Background: an optimization exercise with open tools, aiming at small area, a short achievable clock period and few clock cycles per item. Do not read the settings as production practice.
Function was checked by simulation only, so behaviour that the tests miss may differ from the original.
No activity file was given, so power comes from the tool's default toggle rates.

[flow/design.v]
package poc_pkg;
  localparam int unsigned TaskW       = 4;
  localparam int unsigned TaskNum     = 1 << TaskW;
  localparam int unsigned FieldSlots  = 10;
  localparam int unsigned FieldW      = TaskW * FieldSlots;
  localparam int unsigned MaskW       = FieldSlots;
  localparam int unsigned MaxSlots    = 16;
  localparam int unsigned SlotsDefault = 10;
  function automatic logic [TaskW-1:0] field_nibble(logic [FieldW-1:0] v, int unsigned k);
    logic [FieldW-1:0] sh;
    sh  = v >> (TaskW * k);
    field_nibble = '0;
    if (k < FieldSlots) begin
      field_nibble = sh[TaskW-1:0];
    end
  endfunction
  function automatic logic mask_bit(logic [MaskW-1:0] m, int unsigned k);
    logic [MaskW-1:0] sh;
    sh  = m >> k;
    mask_bit = 1'b0;
    if (k < MaskW) begin
      mask_bit = sh[0];
    end
  endfunction
  function automatic int unsigned pack_slots(int unsigned n);
    pack_slots = (n < FieldSlots) ? n : FieldSlots;
  endfunction
endpackage
module poc_decode #(
  parameter int unsigned SLOTS = poc_pkg::SlotsDefault
) (
  input  logic                          clk_i,
  input  logic                          rst_ni,
  input  logic                          valid_i,
  output logic                          stall_o,
  input  logic [poc_pkg::FieldW-1:0]    donor_perm_i,
  input  logic [poc_pkg::FieldW-1:0]    receiver_perm_i,
  input  logic [poc_pkg::MaskW-1:0]     take_mask_i,
  output logic                          valid_o,
  input  logic                          stall_i,
  output logic [SLOTS-1:0][poc_pkg::TaskW-1:0]     child_o,
  output logic [SLOTS-1:0][poc_pkg::TaskW-1:0]     recv_o,
  output logic [poc_pkg::TaskNum-1:0]   present_o
);
  logic                        valid_q;
  logic                        advance;
  logic [SLOTS-1:0][poc_pkg::TaskW-1:0]   child_d;
  logic [SLOTS-1:0][poc_pkg::TaskW-1:0]   child_q;
  logic [SLOTS-1:0][poc_pkg::TaskW-1:0]   recv_d;
  logic [SLOTS-1:0][poc_pkg::TaskW-1:0]   recv_q;
  logic [poc_pkg::TaskNum-1:0] present_d;
  logic [poc_pkg::TaskNum-1:0] present_q;
  assign advance = !valid_q || !stall_i;
  assign stall_o = !advance;
  always_comb begin
    present_d = '0;
    for (int unsigned k = 0; k < SLOTS; k++) begin
      child_d[k] = poc_pkg::mask_bit(take_mask_i, k) ?
                   poc_pkg::field_nibble(donor_perm_i, k) : '0;
      recv_d[k]  = poc_pkg::field_nibble(receiver_perm_i, k);
      present_d[child_d[k]] = 1'b1;
    end
  end
  always_ff @(posedge clk_i or negedge rst_ni) begin
    if (!rst_ni) begin
      valid_q <= 1'b0;
    end else if (advance) begin
      valid_q <= valid_i;
    end
  end
  always_ff @(posedge clk_i) begin
    if (advance) begin
      child_q   <= child_d;
      recv_q    <= recv_d;
      present_q <= present_d;
    end
  end
  assign valid_o   = valid_q;
  assign child_o   = child_q;
  assign recv_o    = recv_q;
  assign present_o = present_q;
endmodule
module poc_rank #(
  parameter int unsigned SLOTS = poc_pkg::SlotsDefault,
  parameter int unsigned RankW = $clog2(SLOTS)
) (
  input  logic                          clk_i,
  input  logic                          rst_ni,
  input  logic                          valid_i,
  output logic                          stall_o,
  input  logic [SLOTS-1:0][poc_pkg::TaskW-1:0]     child_i,
  input  logic [SLOTS-1:0][poc_pkg::TaskW-1:0]     recv_i,
  input  logic [poc_pkg::TaskNum-1:0]   present_i,
  output logic                          valid_o,
  input  logic                          stall_i,
  output logic [SLOTS-1:0][poc_pkg::TaskW-1:0]     child_o,
  output logic [SLOTS-1:0][poc_pkg::TaskW-1:0]     recv_o,
  output logic [SLOTS-1:0]              cand_o,
  output logic [SLOTS-1:0]              empty_o,
  output logic [SLOTS-1:0][RankW-1:0]              crank_o,
  output logic [SLOTS-1:0][RankW-1:0]              erank_o
);
  logic                      valid_q;
  logic                      advance;
  logic [SLOTS-1:0]          dup;
  logic [SLOTS-1:0]          cand_d;
  logic [SLOTS-1:0]          cand_q;
  logic [SLOTS-1:0]          empty_d;
  logic [SLOTS-1:0]          empty_q;
  logic [SLOTS-1:0]          below;
  logic [SLOTS-1:0][RankW-1:0]          crank_d;
  logic [SLOTS-1:0][RankW-1:0]          crank_q;
  logic [SLOTS-1:0][RankW-1:0]          erank_d;
  logic [SLOTS-1:0][RankW-1:0]          erank_q;
  logic [SLOTS-1:0][poc_pkg::TaskW-1:0] child_q;
  logic [SLOTS-1:0][poc_pkg::TaskW-1:0] recv_q;
  assign advance = !valid_q || !stall_i;
  assign stall_o = !advance;
  always_comb begin
    for (int unsigned i = 0; i < SLOTS; i++) begin
      dup[i] = 1'b0;
      for (int unsigned j = 0; j < SLOTS; j++) begin
        if (j < i && recv_i[j] == recv_i[i]) begin
          dup[i] = 1'b1;
        end
      end
      cand_d[i]  = (recv_i[i] != '0) && !present_i[recv_i[i]] && !dup[i];
      empty_d[i] = (child_i[i] == '0);
    end
  end
  always_comb begin
    below = '0;
    for (int unsigned i = 0; i < SLOTS; i++) begin
      for (int unsigned j = 0; j < SLOTS; j++) begin
        below[j] = (j < i);
      end
      crank_d[i] = RankW'($countones(cand_d & below));
      erank_d[i] = RankW'($countones(empty_d & below));
    end
  end
  always_ff @(posedge clk_i or negedge rst_ni) begin
    if (!rst_ni) begin
      valid_q <= 1'b0;
    end else if (advance) begin
      valid_q <= valid_i;
    end
  end
  always_ff @(posedge clk_i) begin
    if (advance) begin
      child_q <= child_i;
      recv_q  <= recv_i;
      cand_q  <= cand_d;
      empty_q <= empty_d;
      crank_q <= crank_d;
      erank_q <= erank_d;
    end
  end
  assign valid_o = valid_q;
  assign child_o = child_q;
  assign recv_o  = recv_q;
  assign cand_o  = cand_q;
  assign empty_o = empty_q;
  assign crank_o = crank_q;
  assign erank_o = erank_q;
endmodule
module poc_place #(
  parameter int unsigned SLOTS = poc_pkg::SlotsDefault,
  parameter int unsigned RankW = $clog2(SLOTS)
) (
  input  logic                          clk_i,
  input  logic                          rst_ni,
  input  logic                          valid_i,
  output logic                          stall_o,
  input  logic [SLOTS-1:0][poc_pkg::TaskW-1:0]     child_i,
  input  logic [SLOTS-1:0][poc_pkg::TaskW-1:0]     recv_i,
  input  logic [SLOTS-1:0]              cand_i,
  input  logic [SLOTS-1:0]              empty_i,
  input  logic [SLOTS-1:0][RankW-1:0]              crank_i,
  input  logic [SLOTS-1:0][RankW-1:0]              erank_i,
  output logic                          valid_o,
  input  logic                          stall_i,
  output logic [poc_pkg::FieldW-1:0]    child_perm_o,
  output logic                          fill_error_o
);
  localparam int unsigned PackSlots = poc_pkg::pack_slots(SLOTS);
  logic                       valid_q;
  logic                       advance;
  logic [SLOTS-1:0][poc_pkg::TaskW-1:0]  fill;
  logic [poc_pkg::FieldW-1:0] child_perm_d;
  logic [poc_pkg::FieldW-1:0] child_perm_q;
  logic                       fill_error_d;
  logic                       fill_error_q;
  assign advance = !valid_q || !stall_i;
  assign stall_o = !advance;
  always_comb begin
    fill_error_d = 1'b0;
    for (int unsigned k = 0; k < SLOTS; k++) begin
      fill[k] = child_i[k];
      if (empty_i[k]) begin
        fill[k] = '0;
        for (int unsigned i = 0; i < SLOTS; i++) begin
          if (cand_i[i] && crank_i[i] == erank_i[k]) begin
            fill[k] = fill[k] | recv_i[i];
          end
        end
      end
      if (fill[k] == '0) begin
        fill_error_d = 1'b1;
      end
    end
  end
  always_comb begin
    child_perm_d = '0;
    for (int unsigned k = 0; k < PackSlots; k++) begin
      child_perm_d[poc_pkg::TaskW*k +: poc_pkg::TaskW] = fill[k];
    end
  end
  always_ff @(posedge clk_i or negedge rst_ni) begin
    if (!rst_ni) begin
      valid_q <= 1'b0;
    end else if (advance) begin
      valid_q <= valid_i;
    end
  end
  always_ff @(posedge clk_i) begin
    if (advance) begin
      child_perm_q <= child_perm_d;
      fill_error_q <= fill_error_d;
    end
  end
  assign valid_o      = valid_q;
  assign child_perm_o = child_perm_q;
  assign fill_error_o = fill_error_q;
endmodule
module permutation_order_crossover_unit #(
  parameter int unsigned SLOTS = poc_pkg::SlotsDefault
) (
  input  logic                        clk_i,
  input  logic                        rst_ni,
  input  logic                        in_valid_i,
  output logic                        in_stall_o,
  input  logic [poc_pkg::FieldW-1:0]  donor_perm_i,
  input  logic [poc_pkg::FieldW-1:0]  receiver_perm_i,
  input  logic [poc_pkg::MaskW-1:0]   take_mask_i,
  output logic                        out_valid_o,
  input  logic                        out_stall_i,
  output logic [poc_pkg::FieldW-1:0]  child_perm_o,
  output logic                        fill_error_o
);
  localparam int unsigned RankW     = $clog2(SLOTS);
  localparam int unsigned PackSlots = poc_pkg::pack_slots(SLOTS);
  logic                        dec_valid;
  logic                        dec_stall;
  logic [SLOTS-1:0][poc_pkg::TaskW-1:0]   dec_child;
  logic [SLOTS-1:0][poc_pkg::TaskW-1:0]   dec_recv;
  logic [poc_pkg::TaskNum-1:0] dec_present;
  logic                        rnk_valid;
  logic                        rnk_stall;
  logic [SLOTS-1:0][poc_pkg::TaskW-1:0]   rnk_child;
  logic [SLOTS-1:0][poc_pkg::TaskW-1:0]   rnk_recv;
  logic [SLOTS-1:0]            rnk_cand;
  logic [SLOTS-1:0]            rnk_empty;
  logic [SLOTS-1:0][RankW-1:0]            rnk_crank;
  logic [SLOTS-1:0][RankW-1:0]            rnk_erank;
  logic                        out_hole;
  poc_decode #(
    .SLOTS (SLOTS)
  ) u_decode (
    .clk_i           (clk_i),
    .rst_ni          (rst_ni),
    .valid_i         (in_valid_i),
    .stall_o         (in_stall_o),
    .donor_perm_i    (donor_perm_i),
    .receiver_perm_i (receiver_perm_i),
    .take_mask_i     (take_mask_i),
    .valid_o         (dec_valid),
    .stall_i         (dec_stall),
    .child_o         (dec_child),
    .recv_o          (dec_recv),
    .present_o       (dec_present)
  );
  poc_rank #(
    .SLOTS (SLOTS),
    .RankW (RankW)
  ) u_rank (
    .clk_i     (clk_i),
    .rst_ni    (rst_ni),
    .valid_i   (dec_valid),
    .stall_o   (dec_stall),
    .child_i   (dec_child),
    .recv_i    (dec_recv),
    .present_i (dec_present),
    .valid_o   (rnk_valid),
    .stall_i   (rnk_stall),
    .child_o   (rnk_child),
    .recv_o    (rnk_recv),
    .cand_o    (rnk_cand),
    .empty_o   (rnk_empty),
    .crank_o   (rnk_crank),
    .erank_o   (rnk_erank)
  );
  poc_place #(
    .SLOTS (SLOTS),
    .RankW (RankW)
  ) u_place (
    .clk_i        (clk_i),
    .rst_ni       (rst_ni),
    .valid_i      (rnk_valid),
    .stall_o      (rnk_stall),
    .child_i      (rnk_child),
    .recv_i       (rnk_recv),
    .cand_i       (rnk_cand),
    .empty_i      (rnk_empty),
    .crank_i      (rnk_crank),
    .erank_i      (rnk_erank),
    .valid_o      (out_valid_o),
    .stall_i      (out_stall_i),
    .child_perm_o (child_perm_o),
    .fill_error_o (fill_error_o)
  );
  always_comb begin
    out_hole = 1'b0;
    for (int unsigned k = 0; k < PackSlots; k++) begin
      if (child_perm_o[poc_pkg::TaskW*k +: poc_pkg::TaskW] == '0) begin
        out_hole = 1'b1;
      end
    end
  end
endmodule
[flow/run.sh]
#!/bin/bash
# synth_recipe.tcl (not shown) runs the flow's synth.tcl, then flattens the netlist and writes it again
# the make line also repeats each setting of config.mk as NAME=value (left out here)
make -C /OpenROAD-flow-scripts/flow DESIGN_CONFIG=/design/flow/config.mk WORK_HOME=/design/flow/orfs CLKGATE_MAP_FILE= SYNTH_SCRIPT=/design/flow/synth_recipe.tcl finish
[flow/config.mk]
export PLATFORM = sky130hd
export DESIGN_NAME = permutation_order_crossover_unit
export DESIGN_NICKNAME = permutation_order_crossover_unit
export VERILOG_FILES = /design/flow/design.v
export SDC_FILE = /design/flow/constraint.sdc
export NUM_CORES = 4
export LEC_CHECK = 0
export CAP_MARGIN = 20
export CORE_MARGIN = 2
export CORE_UTILIZATION = 40
export SLEW_MARGIN = 20
[flow/constraint.sdc]
create_clock -name core_clock -period 6.0 [get_ports {clk_i}]
set_input_delay 1.2000 -clock core_clock [delete_from_list [all_inputs] [get_ports {clk_i}]]
set_output_delay 1.2000 -clock core_clock [all_outputs]
set_load 0.01 [all_outputs]
==> run summary <==
worst min path at each step:
stage                                   startpoint                      endpoint  slack [ns]  cells after the start
CTS                 u_decode.child_q[11]$_DFFE_PN_  u_rank.child_q[11]$_DFFE_PP_        0.44                      0
detailed placement  u_decode.child_q[11]$_DFFE_PN_  u_rank.child_q[11]$_DFFE_PP_        0.43                      0
floorplan           u_decode.child_q[10]$_DFFE_PN_  u_rank.child_q[10]$_DFFE_PP_        0.42                      0
global route        u_decode.child_q[21]$_DFFE_PN_  u_rank.child_q[21]$_DFFE_PP_        0.45                      0
finish              u_decode.child_q[11]$_DFFE_PN_  u_rank.child_q[11]$_DFFE_PP_        0.44                      0
global placement    u_decode.child_q[12]$_DFFE_PN_  u_rank.child_q[12]$_DFFE_PP_        0.42                      0
power by group:
part / internal (mW) / switching [mW] / leakage, nW
sequential: 2.87 / 1.35 / 3.02
clock: 1.19 / 0.876 / 0.526
combinational: 2.00 / 2.68 / 5.22
total: 6.06 / 4.90 / 8.77
cell type report:
| type | instances | share of cell area (%) |
|---|---|---|
| clock inverter | 18 | 0.889 |
| tap | 688 | 3.53 |
| timing repair buffer | 172 | 6.80 |
| inverter | 109 | 1.68 |
| sequential | 289 | 35.6 |
| multi-input combinational | 1476 | 47.9 |
| clock buffer | 42 | 3.62 |
state kept, by name (all words and copies together), names as in the netlist:
name	count
u_decode.child_q	40
u_decode.present_q	16
u_decode.recv_q	40
u_decode.valid_q	1
u_place.child_perm_q	40
u_place.fill_error_q	1
u_place.valid_q	1
u_rank.cand_q	10
u_rank.child_q	40
u_rank.crank_q	24
u_rank.empty_q	10
u_rank.erank_q	25
u_rank.recv_q	40
u_rank.valid_q	1
layout by cell type, fill, tap and decap left out, drive strengths merged, types with 8 or more instances in the layout:
cell type | synthesis | layout
a32oi | 14 | 14
or3 | 12 | 12
nor2 | 85 | 85
nor3b | 14 | 14
a31oi | 20 | 20
inv | 109 | 109
or4 | 22 | 22
xnor2 | 231 | 231
o211ai | 8 | 8
and2 | 10 | 10
clkdlybuf4s50 | 0 | 136
a211oi | 12 | 12
o22ai | 48 | 48
nor2b | 13 | 13
nor3 | 27 | 27
edfxtp | 286 | 286
and3 | 9 | 9
o2111ai | 9 | 9
ha | 58 | 58
nor4 | 46 | 46
a22o | 9 | 9
nor4b | 8 | 8
clkbuf | 48 | 42
nand3 | 89 | 89
o21ai | 43 | 43
buf | 91 | 36
o31ai | 17 | 17
a21oi | 39 | 39
xor2 | 158 | 158
clkinv | 0 | 13
nand4 | 94 | 94
nand2 | 141 | 141
a22oi | 35 | 35
o32a | 13 | 13
a221oi | 18 | 18
a222oi | 23 | 23
mux4 | 44 | 44
fa | 36 | 36
stage by stage:
step                std cells  power, mW  utilization, %  area, um2  hold WS [ns]
floorplan                2013       6.86               -      21400         0.417
global placement         2734       8.68            44.1      23300         0.425
detailed placement       2734       8.72            44.1      23300         0.431
CTS                      2794       10.8            46.2      24400         0.442
global route             2794       11.5            46.2      24400         0.451
finish                   2794       11.0            46.2      24400         0.441
kinds of logic (layout without fill, tap and decap cells):
family	Yosys count	count (layout)
buffers and inverters	248	341
flip-flops	289	289
adder cells (fa/ha/maj)	94	94
AO/OA/AOI/OAI	348	348
XOR/XNOR	389	389
AND/OR/NAND/NOR	595	595
multiplexers	50	50
routing by layer:
| layer | share of wire, % | up-vias | GRT usage [%] |
|---|---|---|---|
| met5 | 0.022 | - | 0.346 |
| met4 | 6.0 | 4 | 15.5 |
| met3 | 10 | 329 | 8.18 |
| met2 | 44 | 1217 | 50.3 |
| met1 | 40 | 9055 | 42.1 |
| li1 | - | 7738 | - |
critical path, delay by kind of cell (launching register included):
family	cells	cell delay (ns)
AND/OR/NAND/NOR	1	0.70
adder cells (fa/ha/maj)	5	2.22
buffers and inverters	5	0.42
multiplexers	2	1.06
flip-flops	1	0.54
==> metrics.yaml <==
status: "complete, no violations"
grt_pass1_vias: 17800
maxSlewViolCount: 0
cap_violations: 0
syn_nets: 2201
p_leak_nw: 8.77
cts-hold-fix-buffers: 0
area_growth_syn_to_layout_pct: 13.8
worstPathCellList: "mux4_2, mux4_2, or4_1, inv_2, fa_1, inv_1, fa_1, fa_1, inv_1, fa_1, inv_1, fa_1, inv_1"
synth.area.mux_share_pct: 4.92
grt_pass1_wl_um: 130000
synth_xor_area_share_pct: 16.0
ir_worst_vdd_mv: 0.221
clk_pin_slew_ns: 0.06
yosysTopAreaCell: "edfxtp_1"
dieArea_mm2: 0.0554
initial_core_util_pct: 40.6
ys_seq_area_share_pct: 40.5
r2r_slack_ns: 0.95
cts.sinks: 289
regArea_mm2: 0.00866
dr.pass1.iters: 7
synth_edf_count: 286
die_h_um: 235
drt_iter0_drc: 2543
crit_path_max_fanout: 7
worstReg2RegStart: "u_decode.recv_q[20]$_DFFE_PN_"
num_rows: 84
track_usage_pct: 32.3
endpoint: "u_rank.crank_q[37]$_DFFE_PP_"
synthAdderAreaFrac_pct: 6.76
grt-ovfl-total: 0
yosys.area.top_type_share_pct: 40.1
finalSetupTns_ns: 0
holdCritPathClass: "reg2reg"
antenna_found_initial: 3
rsz0062_at_grt: "no"
ys_warn_count: 4
core-area_mm2: 0.0528
syn-mean-instance-area_um2: 10.6
cts_tree: "done"
routed_wl_um: 91500
start_kind: "flip-flop"
ioPinCount: 137
fmax_mhz: 198
period_minus_slack_ns: 5.05
wire_per_inst_um: 32.7
rr_worst_depth: 13
cp_slowest_cell: "or4_1"
synthTopCellsByCount: "edfxtp_1, xnor2_1, xor2_1"
postSynthCellCount: 2013
ctsResizeCount: 0
drcViolationCount: 0
die_w_um: 235
worstMarginPinSlew_ns: 1.12
max_stage_delay_ns: 0.70
slew_headroom_pct: 24.9
synth_compound_area_share_pct: 11.9
regToRegEndpoint: "u_rank.crank_q[37]$_DFFE_PP_"
fin_nets: 2270
fillerInstances: 4930
critPathKind: "reg2reg"
post_cts_buffers: 0
dp_slack_ns: 0.946
cts_root_buffer: "clkbuf_16"
multiInputGateArea_mm2: 0.0117
cts_buffer_depth: 3
required_ns: 6.45
period_share_pct: 84.1
insertion_delay_ns: 0.57
syn_area_mm2: 0.0214
numCtsBuffers: 34
critPathLaunch: "u_decode.recv_q[20]$_DFFE_PN_"
synth_top_family_by_area: "XOR/XNOR gates"
dp_hpwl_um: 66900
synth.most_common_cell: "edfxtp_1"
ys_ff_latch: 289
worst_slack_ns: 0.952
async_flop_share_pct: 1.04
drive_above_1_share_pct: 7.08
crit_path_end_kind: "flip-flop"
h-tree-depth: 2
ys.flop_type: "edfxtp_1"
setup_violations: 0
synth_simple_gate_area_share_pct: 14.8
vias: 18300
cp_data_arrival_time_ns: 5.49
fin_worst_skew_ns: 0.0305
portBuffers: 136
cp_common_cell: "fa_1"
grt_max_degree: 98
antenna_left: 0
hold_viol: 0
antenna_cells: 0
ys_top_cells_by_area: "edfxtp_1, xnor2_1, xor2_1"
gp_congestion: 1.08
power.density_mw_per_mm2: 450
vias_per_cell: 6.57
yosys.cell_types.count: 77
Testbench counts, summed over its fixed seeds: cycles 4,012, items 4,000.

[static timing again, ports no longer ideal]
The results above use ideal ports. As a check the final layout listed here was re-extracted and re-timed, cells and wires unchanged.
Step 1: set_driving_cell puts a clkbuf_16 on clk_i and a buf_2 on each other input, an assumption about the parent block.
Step 2 also shifts input and output timing later by t, the mid clock arrival at the registers, as if the neighbouring blocks saw the same clock.
Three values: no drivers, after step 1, after step 2; two values: the first two.
t, ns: 0.619
setup slack, ns: 0.952 / 0.952 / 0.952
hold WS [ns]: 0.441 / 0.441 / 0.441
worst slew at a driven data input, ns: 0.06
After both steps this run still meets setup and hold. The setup slack of this run moves by 0.000 ns with the drivers and by 0.000 ns with both steps.
